This is an optimization exercise on Yosys and OpenROAD, whose aim is small area, not a production implementation. In this exercise RTL edits were held to simulation tests only and were not proved equivalent to the original.

==> design.v <==
module haar_database_scheduler #(
    parameter int DATA_WIDTH_12            = 12,
    parameter int NUM_STAGES               = 24,
    parameter int NUM_PARAM_PER_CLASSIFIER = 18
) (
    input  logic                     clk_fpga,
    input  logic                     reset_fpga,
    input  logic                     i_restart,
    input  logic [NUM_STAGES-1:0]    i_req,
    input  logic [NUM_STAGES*DATA_WIDTH_12-1:0] i_stage_base,
    input  logic [NUM_STAGES*DATA_WIDTH_12-1:0] i_num_classifier,
    output logic                     o_rom_en,
    output logic [DATA_WIDTH_12-1:0] o_rom_addr,
    input  logic [DATA_WIDTH_12-1:0] i_rom_data,
    output logic [DATA_WIDTH_12-1:0] o_data,
    output logic                     o_data_valid,
    output logic [DATA_WIDTH_12-1:0] o_data_stage,
    output logic [DATA_WIDTH_12-1:0] o_data_index,
    output logic [NUM_STAGES-1:0]    o_grant,
    output logic [NUM_STAGES-1:0]    o_end_single_classifier,
    output logic [NUM_STAGES-1:0]    o_end_all_classifier,
    output logic                     o_busy
);
    localparam int SW = (NUM_STAGES > 1) ? $clog2(NUM_STAGES) : 1;
    localparam logic [DATA_WIDTH_12-1:0] ONE        = DATA_WIDTH_12'(1);
    localparam logic [DATA_WIDTH_12-1:0] LAST_WORD  = DATA_WIDTH_12'(NUM_PARAM_PER_CLASSIFIER - 1);
    localparam logic [DATA_WIDTH_12-1:0] BLOCK_LEN  = DATA_WIDTH_12'(NUM_PARAM_PER_CLASSIFIER);
    localparam logic [SW-1:0]            LAST_STAGE = SW'(NUM_STAGES - 1);
    typedef enum logic [1:0] {IDLE, FETCH, DRAIN} state_t;
    state_t                   state;
    logic [SW-1:0]            g;
    logic [SW-1:0]            last_grant;
    logic [DATA_WIDTH_12-1:0] word;
    logic [DATA_WIDTH_12-1:0] ptr [NUM_STAGES];
    logic [DATA_WIDTH_12-1:0] cnt [NUM_STAGES];
    logic                     init_load;
    logic                     restart_eff;
    logic [DATA_WIDTH_12-1:0] stage_base [NUM_STAGES];
    logic [DATA_WIDTH_12-1:0] num_classifier [NUM_STAGES];
    for (genvar gs = 0; gs < NUM_STAGES; gs++) begin : g_unpack
        assign stage_base[gs]     = i_stage_base[gs*DATA_WIDTH_12 +: DATA_WIDTH_12];
        assign num_classifier[gs] = i_num_classifier[gs*DATA_WIDTH_12 +: DATA_WIDTH_12];
    end
    logic [SW-1:0]            sel;
    logic [NUM_STAGES-1:0]    sel_oh;
    logic                     sel_found;
    assign restart_eff = i_restart | init_load;
    assign o_data      = i_rom_data;
    always_comb begin
        int            t;
        logic [SW-1:0] idx;
        sel       = '0;
        sel_oh    = '0;
        sel_found = 1'b0;
        t         = 0;
        idx       = '0;
        for (int i = 0; i < NUM_STAGES; i++) begin
            t = int'(last_grant) + 1 + i;
            if (t >= NUM_STAGES) t = t - NUM_STAGES;
            idx = SW'(t);
            if (!sel_found && i_req[idx]) begin
                sel         = idx;
                sel_oh[idx] = 1'b1;
                sel_found   = 1'b1;
            end
        end
    end
    always_ff @(posedge clk_fpga or negedge reset_fpga) begin
        if (!reset_fpga) begin
            state                   <= IDLE;
            g                       <= '0;
            last_grant              <= LAST_STAGE;
            word                    <= '0;
            init_load               <= 1'b1;
            o_rom_en                <= 1'b0;
            o_rom_addr              <= '0;
            o_data_valid            <= 1'b0;
            o_data_stage            <= '0;
            o_data_index            <= '0;
            o_grant                 <= '0;
            o_end_single_classifier <= '0;
            o_end_all_classifier    <= '0;
            o_busy                  <= 1'b0;
            for (int s = 0; s < NUM_STAGES; s++) begin
                ptr[s] <= '0;
                cnt[s] <= '0;
            end
        end else begin
            o_end_single_classifier <= '0;
            o_end_all_classifier    <= '0;
            o_data_valid            <= o_rom_en;
            o_data_stage            <= DATA_WIDTH_12'(g);
            o_data_index            <= word;
            init_load               <= 1'b0;
            if (restart_eff) begin
                state    <= IDLE;
                o_grant  <= '0;
                o_rom_en <= 1'b0;
                o_busy   <= 1'b0;
                for (int s = 0; s < NUM_STAGES; s++) begin
                    cnt[s] <= '0;
                    ptr[s] <= stage_base[s];
                end
            end else begin
                case (state)
                    IDLE: begin
                        if (sel_found) begin
                            g          <= sel;
                            last_grant <= sel;
                            o_grant    <= sel_oh;
                            word       <= '0;
                            o_rom_en   <= 1'b1;
                            o_rom_addr <= ptr[sel];
                            o_busy     <= 1'b1;
                            state      <= FETCH;
                        end
                    end
                    FETCH: begin
                        if (word == LAST_WORD) begin
                            o_rom_en <= 1'b0;
                            state    <= DRAIN;
                        end else begin
                            word       <= word + ONE;
                            o_rom_addr <= ptr[g] + word + ONE;
                        end
                    end
                    DRAIN: begin
                        o_end_single_classifier[g] <= 1'b1;
                        o_grant                    <= '0;
                        o_busy                     <= 1'b0;
                        state                      <= IDLE;
                        if (cnt[g] + ONE == num_classifier[g]) begin
                            o_end_all_classifier[g] <= 1'b1;
                            cnt[g]                  <= '0;
                            ptr[g]                  <= stage_base[g];
                        end else begin
                            cnt[g] <= cnt[g] + ONE;
                            ptr[g] <= ptr[g] + BLOCK_LEN;
                        end
                    end
                    default: state <= IDLE;
                endcase
            end
        end
    end
endmodule
==> run.sh <==
#!/bin/bash
# synth_recipe.tcl (not shown) runs the flow's synth.tcl, then flattens the netlist and writes it again
# the make line also repeats each setting of config.mk as NAME=value (left out here)
make -C /OpenROAD-flow-scripts/flow DESIGN_CONFIG=/design/flow/config.mk WORK_HOME=/design/flow/orfs CLKGATE_MAP_FILE= SYNTH_SCRIPT=/design/flow/synth_recipe.tcl finish
==> config.mk <==
export PLATFORM = sky130hd
export DESIGN_NAME = haar_database_scheduler
export DESIGN_NICKNAME = haar_database_scheduler
export VERILOG_FILES = /design/flow/design.v
export SDC_FILE = /design/flow/constraint.sdc
export NUM_CORES = 4
export LEC_CHECK = 0
export CAP_MARGIN = 20
export CORE_MARGIN = 2
export CORE_UTILIZATION = 40
export SLEW_MARGIN = 20
==> constraint.sdc <==
create_clock -name core_clock -period 10.0 [get_ports {clk_fpga}]
set_input_delay 2.0000 -clock core_clock [delete_from_list [all_inputs] [get_ports {clk_fpga}]]
set_output_delay 2.0000 -clock core_clock [all_outputs]
set_load 0.01 [all_outputs]
==> results.tsv <==
stage	metric	value	unit
cells_and_area	final_common_cell	clkdlybuf4s50_1	
cts	clockRootBuffer	clkbuf_16	
flow_run	drv_cap	0	
floorplan	io_pins	738	
sta	finalMaxSlewViolations	0	
floorplan	die_area	0.1278	mm2
min_path	hold_path_end	o_busy	
min_path	hold_start	o_busy	
yosys	yosys_register_bits	704	
cts	cts_buffers	82	
sta	period_needed	9.540	ns
global_route	grt_antenna_before_repair	36	
worst_setup_path	cp.arrival	10.14	ns
sta	fin_skew	0.05858	ns
worst_setup_path	critPathKind	flop to flop	
sta	whs	0.4764	ns
worst_setup_path	crit-reg2reg-launch	last_grant[0]	
worst_setup_path	critPathTopFamily	simple AND/OR/NAND/NOR gates	
yosys	async_flop_share	100.0	%
worst_setup_path	slowest_stage	nor2_1	
drt	drc	0	
yosys	ys_warn_count	5	
yosys	synth_edf_count	0	
cts	cts.sinks	704	
yosys	syn-cell-area	0.04999	mm2
worst_setup_path	reg2reg_depth	27	
floorplan	fp.dieH	357.5	um
cells_and_area	area_growth	23.86	%
floorplan	placementRows	129	
sta	slew_headroom	15.02	%
floorplan	core	0.1238	mm2
min_path	min_path_type	flop to flop	
yosys	ys.flop_type	dfrtp_1	
cts	ctsResizeCount	0	
worst_setup_path	r2r_slack	0.46	ns
placement	dp_hpwl	237.1	mm
yosys	syn_area_per_cell	8.461	um2
worst_setup_path	timing.rr.end	o_rom_addr[4]	
drt	first_iter_violations	10660	
floorplan	die_w	357.5	um
worst_setup_path	cp.buffers_inverters	4	
sta	tns	0	ns
cells_and_area	final_nets	7054	
sta	rsz0062_at_grt	no	
min_path	whs_path_depth	2	
yosys	seq_area_frac_synth	35.25	%
drt	firstDrtPassIters	12	
drt	drt-total-wl	331.3	mm
drt	wl_per_cell	40.88	um
worst_setup_path	required	10.60	ns
drt	num_vias	60590	
cts	clock_latency	0.73	ns
drt	via_per_inst	7.477	
cts	clk_pin_slew	0.06	ns
global_route	grt_pass1_vias	56840	
sta	worst_pin_slew	1.272	ns
worst_setup_path	crit_start	last_grant[0]	
worst_setup_path	end_kind	flop	
outcome	status	timing/DRC/antenna clean	
drt	detail-route-antenna-nets	0	
worst_setup_path	critPathMaxFanout	21	
yosys	syn_inst	5908	
cells_and_area	mostFrequentLayoutCells	705 x clkdlybuf4s50_1, 697 x dfrtp_1, 531 x o21ai_0, 428 x nand3_1, 385 x a22oi_1	
sta	hold_viol	0	
sta	finalCritPeriodShare	95.40	%
cts	post_cts_buffers	0	
cts	clk_path_buf_depth	3	
sta	setup-violations-final	0	
floorplan	start_util	40.38	%
sta	max_freq	104.8	MHz
cts	htreeDepth	3	
global_route	gr-usage-all-layers	50.09	%
cts	cts_tree	done	
cells_and_area	layout-drive-gt1-share	9.427	%
worst_setup_path	startpoint_type	flop	
worst_setup_path	crit_path_max_incr_delay	0.87	ns
placement	globalplace.congestion	1.096	
yosys	yosysUniqueCellTypes	113	
global_route	grt_max_degree	213	
global_route	grt_pass1_wl	452.4	mm
cts	cts.hold.buffers_added	0	
global_route	grt_overflow	0	
placement	port_buffers	706	
-- synth_stat cells (19+ instances only) --
library cell | n | area (um2)
a211oi_1 | 40 | 300.3
a21o_1 | 25 | 187.7
a21oi_1 | 174 | 870.8
a221o_1 | 226 | 2262
a221oi_1 | 139 | 1217
a222oi_1 | 43 | 430.4
a22o_1 | 111 | 972.2
a22oi_1 | 385 | 2890
a31oi_1 | 71 | 444.2
a32oi_1 | 23 | 201.4
and2_1 | 51 | 319.1
and3_1 | 54 | 337.8
buf_1 | 59 | 221.5
buf_2 | 48 | 240.2
buf_4 | 31 | 232.7
clkbuf_1 | 432 | 1622
dfrtp_1 | 699 | 17490
ha_1 | 65 | 813.3
inv_1 | 73 | 274.0
mux2_2 | 46 | 518.0
mux2i_1 | 101 | 1011
nand2_1 | 393 | 1475
nand2b_1 | 32 | 200.2
nand3_1 | 428 | 2142
nand4_1 | 121 | 757.0
nor2_1 | 372 | 1396
nor2b_1 | 38 | 237.7
nor3_1 | 348 | 1742
nor4_1 | 31 | 193.9
o211ai_1 | 38 | 285.3
o21ai_0 | 534 | 2673
o221ai_1 | 37 | 324.1
o22ai_1 | 74 | 462.9
o31ai_1 | 19 | 142.6
or2_2 | 19 | 118.9
or3_1 | 34 | 212.7
xnor2_1 | 75 | 656.9
xor2_1 | 33 | 289.0
-- area by class of cell --
cell class                 instances  area, um2
sequential                       704      17630
timing repair buffer             951       8974
clock buffer                     115       2399
tap                             1637       2048
inverter                          82      310.3
antenna                           27      67.56
fill                           11760      61880
clock inverter                    35      439.2
multi-input combinational       4552      30050
-- metal layers --
metal / global-route usage [%] / wire length, um / vias up
met2: 72.65 / 137500 / 5614
met4: 44.80 / 36480 / 8
li1: - / - / 24090
met1: 58.62 / 113400 / 29230
met3: 17.13 / 43630 / 1657
met5: 0 / 183 / -
-- logic make-up after synthesis --
| kind of cell | synth area share, % |
|---|---|
| other cells | 0.007502 |
| compound gates | 32.14 |
| simple gates | 19.57 |
| mux | 3.870 |
| xor+xnor | 2.105 |
| fa+ha+maj | 1.667 |
| flops | 35.25 |
| buf+inv | 5.386 |
-- metrics by stage --
| stage | worst slack (ns) | area [um2] | util [%] | cells |
|---|---|---|---|---|
| 6_report | 0.4597 | 61920 | 50.01 | 8103 |
| 3_5_place_dp | 0.9087 | 58990 | 47.65 | 7925 |
| 2_1_floorplan | 2.003 | 50010 | - | 5915 |
| 5_1_grt | 0.1768 | 61890 | 49.99 | 8093 |
| 3_3_place_gp | 0.9608 | 58980 | 47.64 | 7925 |
| 4_1_cts | 0.8695 | 61830 | 49.94 | 8075 |
-- worst max-delay path by stage --
stage,endpoint,cells after the start
6_report,o_rom_addr[4],27
2_1_floorplan,o_rom_addr[9],36
5_1_grt,o_rom_addr[8],29
3_3_place_gp,o_rom_addr[8],29
4_1_cts,o_rom_addr[8],27
3_5_place_dp,o_rom_addr[8],27
-- tightest hold or removal path: cells and delay by family (launching register included) --
kind / cells / cell delay [ns]
DFF: 1 / 0.34
and+or+nand+nor: 2 / 0.11
-- state kept, by name, indices dropped and copies added (netlist names), 4 cells and up --
| register | cells |
|---|---|
| o_grant | 24 |
| o_rom_addr | 12 |
| o_end_single_classifier | 24 |
| g | 4 |
| o_end_all_classifier | 24 |
| last_grant | 5 |
| cnt | 288 |
| o_data_index | 12 |
| o_data_stage | 5 |
| word | 12 |
| ptr | 288 |

-- re-timing with driven ports --
In the flow no input, the clock included, has a driving cell. The finished layout below was timed again as built, in two steps. Step 1, drivers: a clkbuf_16 drives clk_fpga and a buf_2 each remaining input, both assumed. Step 2 times the ports against the registers' clock, not the clock port: input delays grow and output delays shrink by t, the midpoint of the rising clock arrivals with the driver on. Three values: no drivers, after step 1, after step 2; two values: the first two.
shift t [ns]: 0.789
slack for setup (ns): 0.460 / 0.460 / 0.460
hold slack, ns: 0.476 / 0.476 / 0.476
worst slew at a driven data input, ns: 0.26
After both steps this run still meets setup and hold. The setup slack of this run moves by 0.000 ns with the drivers and by 0.000 ns with both steps.
